What follows belongs to an exercise in optimizing a design on an open flow for a short achievable clock period and few clock cycles; a production flow would make more cautious choices. Only simulation tests tie the RTL to the original design; equivalence was not proved. Power figures rest on the tool's default switching activity, not on a simulated workload.

## cpu_core
module cpu_core (
    input  logic        clk,
    input  logic        reset,
    output logic [31:0] imem_addr,
    input  logic [31:0] imem_data,
    output logic [31:0] dmem_addr,
    output logic [31:0] dmem_wdata,
    output logic        dmem_we,
    input  logic [31:0] dmem_rdata
);
    function automatic [31:0] ks_carry(input logic [31:0] a, input logic [31:0] b,
                                       input logic cin);
        logic [31:0] p, gg, pp, gn, pn;
        p  = a ^ b;
        gg[0] = a[0] & b[0];
        pp[0] = p[0];
        for (int i = 1; i < 32; i++) begin
            gg[i] = (a[i] & b[i]) | (a[i] & a[i-1] & b[i-1]) | (b[i] & a[i-1] & b[i-1]);
            pp[i] = p[i] & p[i-1];
        end
        for (int l = 1; l < 5; l++) begin
            gn = gg;
            pn = pp;
            for (int i = 0; i < 32; i++) begin
                if (i >= (1 << l)) begin
                    gn[i] = gg[i] | (pp[i] & gg[i - (1 << l)]);
                    pn[i] = pp[i] & pp[i - (1 << l)];
                end
            end
            gg = gn;
            pp = pn;
        end
        ks_carry = {gg[30:0] | (pp[30:0] & {31{cin}}), cin};
    endfunction
    function automatic [31:0] ks_add(input logic [31:0] a, input logic [31:0] b,
  ...
==> flow/config.mk <==
export PLATFORM = sky130hd
export DESIGN_NAME = cpu_core
export DESIGN_NICKNAME = cpu_core
export VERILOG_FILES = /design/flow/design.v
export SDC_FILE = /design/flow/constraint.sdc
export NUM_CORES = 4
export LEC_CHECK = 0
export ABC_AREA = 0
export ABC_CLOCK_PERIOD_IN_PS = 2500
export CAP_MARGIN = 20
export CORE_MARGIN = 2
export CORE_UTILIZATION = 40
export SETUP_SLACK_MARGIN = 5
export SLEW_MARGIN = 20
export TNS_END_PERCENT = 100
==> flow/constraint.sdc <==
create_clock -name core_clock -period 8.0 [get_ports {clk}]
set_input_delay 1.6000 -clock core_clock [delete_from_list [all_inputs] [get_ports {clk}]]
set_output_delay 1.6000 -clock core_clock [all_outputs]
set_load 0.01 [all_outputs]
run.sh (not shown) runs the stock make flow with config.mk's settings and CLKGATE_MAP_FILE= SYNTH_SCRIPT=/design/flow/synth_recipe.tcl, a recipe that flattens the netlist after the stock synthesis.
The first run finished clean.
Testbench counts at the start, summed over its fixed seeds: cycles 53,507.
Next try:
--- a/flow/design.v
+++ b/flow/design.v
@@ -270,42 +270,40 @@
         for (int i = 0; i < BN; i++) begin
             h_i[i] = btb_v[i] && btb_key[i] == fa;
             h_cond = h_cond | ({4{h_i[i]}} & btb_cond[i]);
             h_tab  = h_tab  | ({4{h_i[i]}} & btb_tab[i]);
             h_off  = h_off  | ({24{h_i[i]}} & btb_off[i]);
             h_xsf  = h_xsf  | (h_i[i] & btb_xsf[i]);
             h_tlo  = h_tlo  | ({8{h_i[i]}} & btb_tlo[i]);
             h_toff = h_toff | ({22{h_i[i]}} & btb_toff[i]);
         end
     end
     assign hit = |h_i;
-    logic [BN-1:0] zr_k, zr_v, zr_w, zm_k, zm_v;
+    logic [BN-1:0] zr_k, zr_v, zr_w;
     always_comb begin
         for (int i = 0; i < BN; i++) begin
-            zm_k[i] = m_rw && m_wa == btb_rn[i];
-            zm_v[i] = m_res == {24'd0, btb_imm[i]};
-            zr_k[i] = btb_zok[i] && (zr_w[i] || zm_k[i]) &&
-                      !(zm_k[i] && m_ld) &&
+            zr_k[i] = btb_zok[i] && zr_w[i] &&
+                      !(m_rw && m_wa == btb_rn[i]) &&
                       !(e_rw && e_wa == btb_rn[i]) &&
                       !(d_rw && d_instr[15:12] == btb_rn[i]);
         end
     end
     logic [BN-1:0] p_i;
     logic [7:0]    h_nxt;
     always_comb begin
         h_nxt = 8'd0;
         for (int i = 0; i < BN; i++) begin
             case (btb_cond[i])
                 4'b1110: p_i[i] = 1'b1;
                 4'b0000, 4'b0001:
-                    p_i[i] = zr_k[i] ? ((zm_k[i] ? zm_v[i] : zr_v[i]) ^ btb_cond[i][0]) :
+                    p_i[i] = zr_k[i] ? (zr_v[i] ^ btb_cond[i][0]) :
                              (f_known && !btb_xsf[i]) ? btb_tab[i][{eff_n, eff_z}] :
                              btb_off[i][23];
                 4'b0100, 4'b0101:
                     p_i[i] = (f_known && !btb_xsf[i]) ? btb_tab[i][{eff_n, eff_z}] :
                              btb_off[i][23];
                 default: p_i[i] = 1'b0;
             endcase
             h_nxt = h_nxt | ({8{h_i[i]}} & (p_i[i] ? btb_tlo[i] : btb_k2[i]));
         end
     end
     assign h_pred = |(h_i & p_i);
@@ -486,42 +484,40 @@
         end else if (m_sf) begin
             flag_n <= m_res[31];
             flag_z <= m_z;
         end
     end
     logic bt_present, bt_fill, bt_rule;
     always_comb begin
         bt_present = 1'b0;
         for (int i = 0; i < BN; i++)
             bt_present = bt_present | (btb_v[i] && btb_key[i] == d_pclo);
     end
-    logic f_nop;
-    assign f_nop   = f_ins[27:26] == 2'b11 || !(cond_flagged(f_ins[31:28]) || f_ins[31:28] == 4'b1110);
-    assign bt_rule = !q_sf || (q_subf && f_ins[31:29] != 3'b010) || f_nop;
+    assign bt_rule = !q_sf || (q_subf && f_ins[31:29] != 3'b010);
     logic [9:0] bt_t;
     assign bt_t = {2'b00, d_pclo} + 10'd3 + {2'b00, f_ins[7:0]};
-    assign bt_fill = d_valid && !q_brc && !stall && (f_br || f_nop) && bt_rule && !bt_present &&
+    assign bt_fill = d_valid && !q_brc && !stall && f_br && bt_rule && !bt_present &&
                      !(bs_v && bs_key == d_pclo) && fa == d_pclo + 8'd1;
     logic        bs_v, bs_xsf, bs_zok;
     logic [7:0]  bs_key, bs_k2, bs_imm;
     logic [3:0]  bs_cond, bs_rn;
     logic [23:0] bs_off;
     logic [9:0]  bs_t;
     always_ff @(posedge clk or posedge reset) begin
         if (reset) bs_v <= 1'b0;
         else       bs_v <= bt_fill;
     end
     always_ff @(posedge clk) begin
         bs_key  <= d_pclo;
         bs_k2   <= d_pclo + 8'd2;
-        bs_cond <= f_nop ? 4'b1111 : f_ins[31:28];
+        bs_cond <= f_ins[31:28];
         bs_off  <= f_ins[23:0];
         bs_xsf  <= q_sf;
         bs_t    <= bt_t;
         bs_zok  <= q_subf && d_cond == 4'b1110 && d_instr[25];
         bs_rn   <= q_rn;
         bs_imm  <= d_instr[7:0];
     end
     always_ff @(posedge clk or posedge reset) begin
         if (reset) begin
             btb_v  <= '0;
             btb_rr <= 2'd0;
Outcome: Via count goes down by 2.9%. Cell count goes down by 1.9%. Clock power decreases by about 2%. First-iteration DRC count drops by about 0.6%. Worst setup slack improves by 66 ps. Critical path depth rises by 3.
Testbench counts after the change, summed over its fixed seeds: cycles 54,936.

========
Starting RTL as in the previous note.
==> flow/config.mk <==
export PLATFORM = sky130hd
export DESIGN_NAME = cpu_core
export DESIGN_NICKNAME = cpu_core
export VERILOG_FILES = /design/flow/design.v
export SDC_FILE = /design/flow/constraint.sdc
export NUM_CORES = 4
export LEC_CHECK = 0
export ABC_AREA = 0
export ABC_CLOCK_PERIOD_IN_PS = 2500
export CAP_MARGIN = 20
export CELL_PAD_IN_SITES_DETAIL_PLACEMENT = 1
export CELL_PAD_IN_SITES_GLOBAL_PLACEMENT = 2
export CORE_MARGIN = 2
export CORE_UTILIZATION = 45
export PLACE_DENSITY = 0.65
export SETUP_SLACK_MARGIN = 5
export SLEW_MARGIN = 20
export TNS_END_PERCENT = 100
==> flow/constraint.sdc <==
create_clock -name core_clock -period 8.0 [get_ports {clk}]
set_input_delay 1.6000 -clock core_clock [delete_from_list [all_inputs] [get_ports {clk}]]
set_output_delay 1.6000 -clock core_clock [all_outputs]
set_load 0.01 [all_outputs]
Testbench counts at the start, summed over its fixed seeds: cycles 53,507.
==> next run, changes <==
--- a/flow/design.v
+++ b/flow/design.v
@@ -488,38 +488,36 @@
             flag_z <= m_z;
         end
     end
     logic bt_present, bt_fill, bt_rule;
     always_comb begin
         bt_present = 1'b0;
         for (int i = 0; i < BN; i++)
             bt_present = bt_present | (btb_v[i] && btb_key[i] == d_pclo);
     end
-    logic f_nop;
-    assign f_nop   = f_ins[27:26] == 2'b11 || !(cond_flagged(f_ins[31:28]) || f_ins[31:28] == 4'b1110);
-    assign bt_rule = !q_sf || (q_subf && f_ins[31:29] != 3'b010) || f_nop;
+    assign bt_rule = !q_sf || (q_subf && f_ins[31:29] != 3'b010);
     logic [9:0] bt_t;
     assign bt_t = {2'b00, d_pclo} + 10'd3 + {2'b00, f_ins[7:0]};
-    assign bt_fill = d_valid && !q_brc && !stall && (f_br || f_nop) && bt_rule && !bt_present &&
+    assign bt_fill = d_valid && !q_brc && !stall && f_br && bt_rule && !bt_present &&
                      !(bs_v && bs_key == d_pclo) && fa == d_pclo + 8'd1;
     logic        bs_v, bs_xsf, bs_zok;
     logic [7:0]  bs_key, bs_k2, bs_imm;
     logic [3:0]  bs_cond, bs_rn;
     logic [23:0] bs_off;
     logic [9:0]  bs_t;
     always_ff @(posedge clk or posedge reset) begin
         if (reset) bs_v <= 1'b0;
         else       bs_v <= bt_fill;
     end
     always_ff @(posedge clk) begin
         bs_key  <= d_pclo;
         bs_k2   <= d_pclo + 8'd2;
-        bs_cond <= f_nop ? 4'b1111 : f_ins[31:28];
+        bs_cond <= f_ins[31:28];
         bs_off  <= f_ins[23:0];
         bs_xsf  <= q_sf;
         bs_t    <= bt_t;
         bs_zok  <= q_subf && d_cond == 4'b1110 && d_instr[25];
         bs_rn   <= q_rn;
         bs_imm  <= d_instr[7:0];
     end
     always_ff @(posedge clk or posedge reset) begin
         if (reset) begin
Result: Clock-buffer cell count goes up by 7; register-to-register slack improves by 0.18 ns; final cell count is lower by about 0.32%; die area barely changes; setup slack gains 0.18 ns; sequential cell count stays the same; sequential share of layout area rose by 0.10 points; power drops by about 2.4%; utilization went down by 0.16 points; clock power stays flat.
Testbench counts after the change, summed over its fixed seeds: cycles 54,486.

==> port drivers added, routing unchanged <==
No port has a modelled driver above. Below, the same layouts with a new extraction and two added sets of constraints. Step 1: set_driving_cell puts a clkbuf_16 on clk and a buf_2 on each other input, an assumption about the parent block. Step 2 times the ports against the registers' clock, not the clock port: input delays grow and output delays shrink by t, the midpoint of the rising clock arrivals with the driver on. Slacks: ideal / step 1 / step 2; pairs: ideal / step 1.
run | shift t [ns] | setup slack, ns | pins driven straight from the clock port
the first run of note 1 | 0.875 | 4.723 / 4.723 / 4.171 | 1
the second run of note 1 | 0.868 | 4.789 / 4.789 / 4.083 | 1
the first run of note 2 | 0.881 | 4.625 / 4.625 / 4.081 | 1
the second run of note 2 | 0.879 | 4.807 / 4.807 / 3.964 | 1
After both steps setup and hold are still met in every run listed. The setup slack of the second run of note 2, which loses most, moves by 0.000 ns with the drivers and by -0.843 ns with both steps.
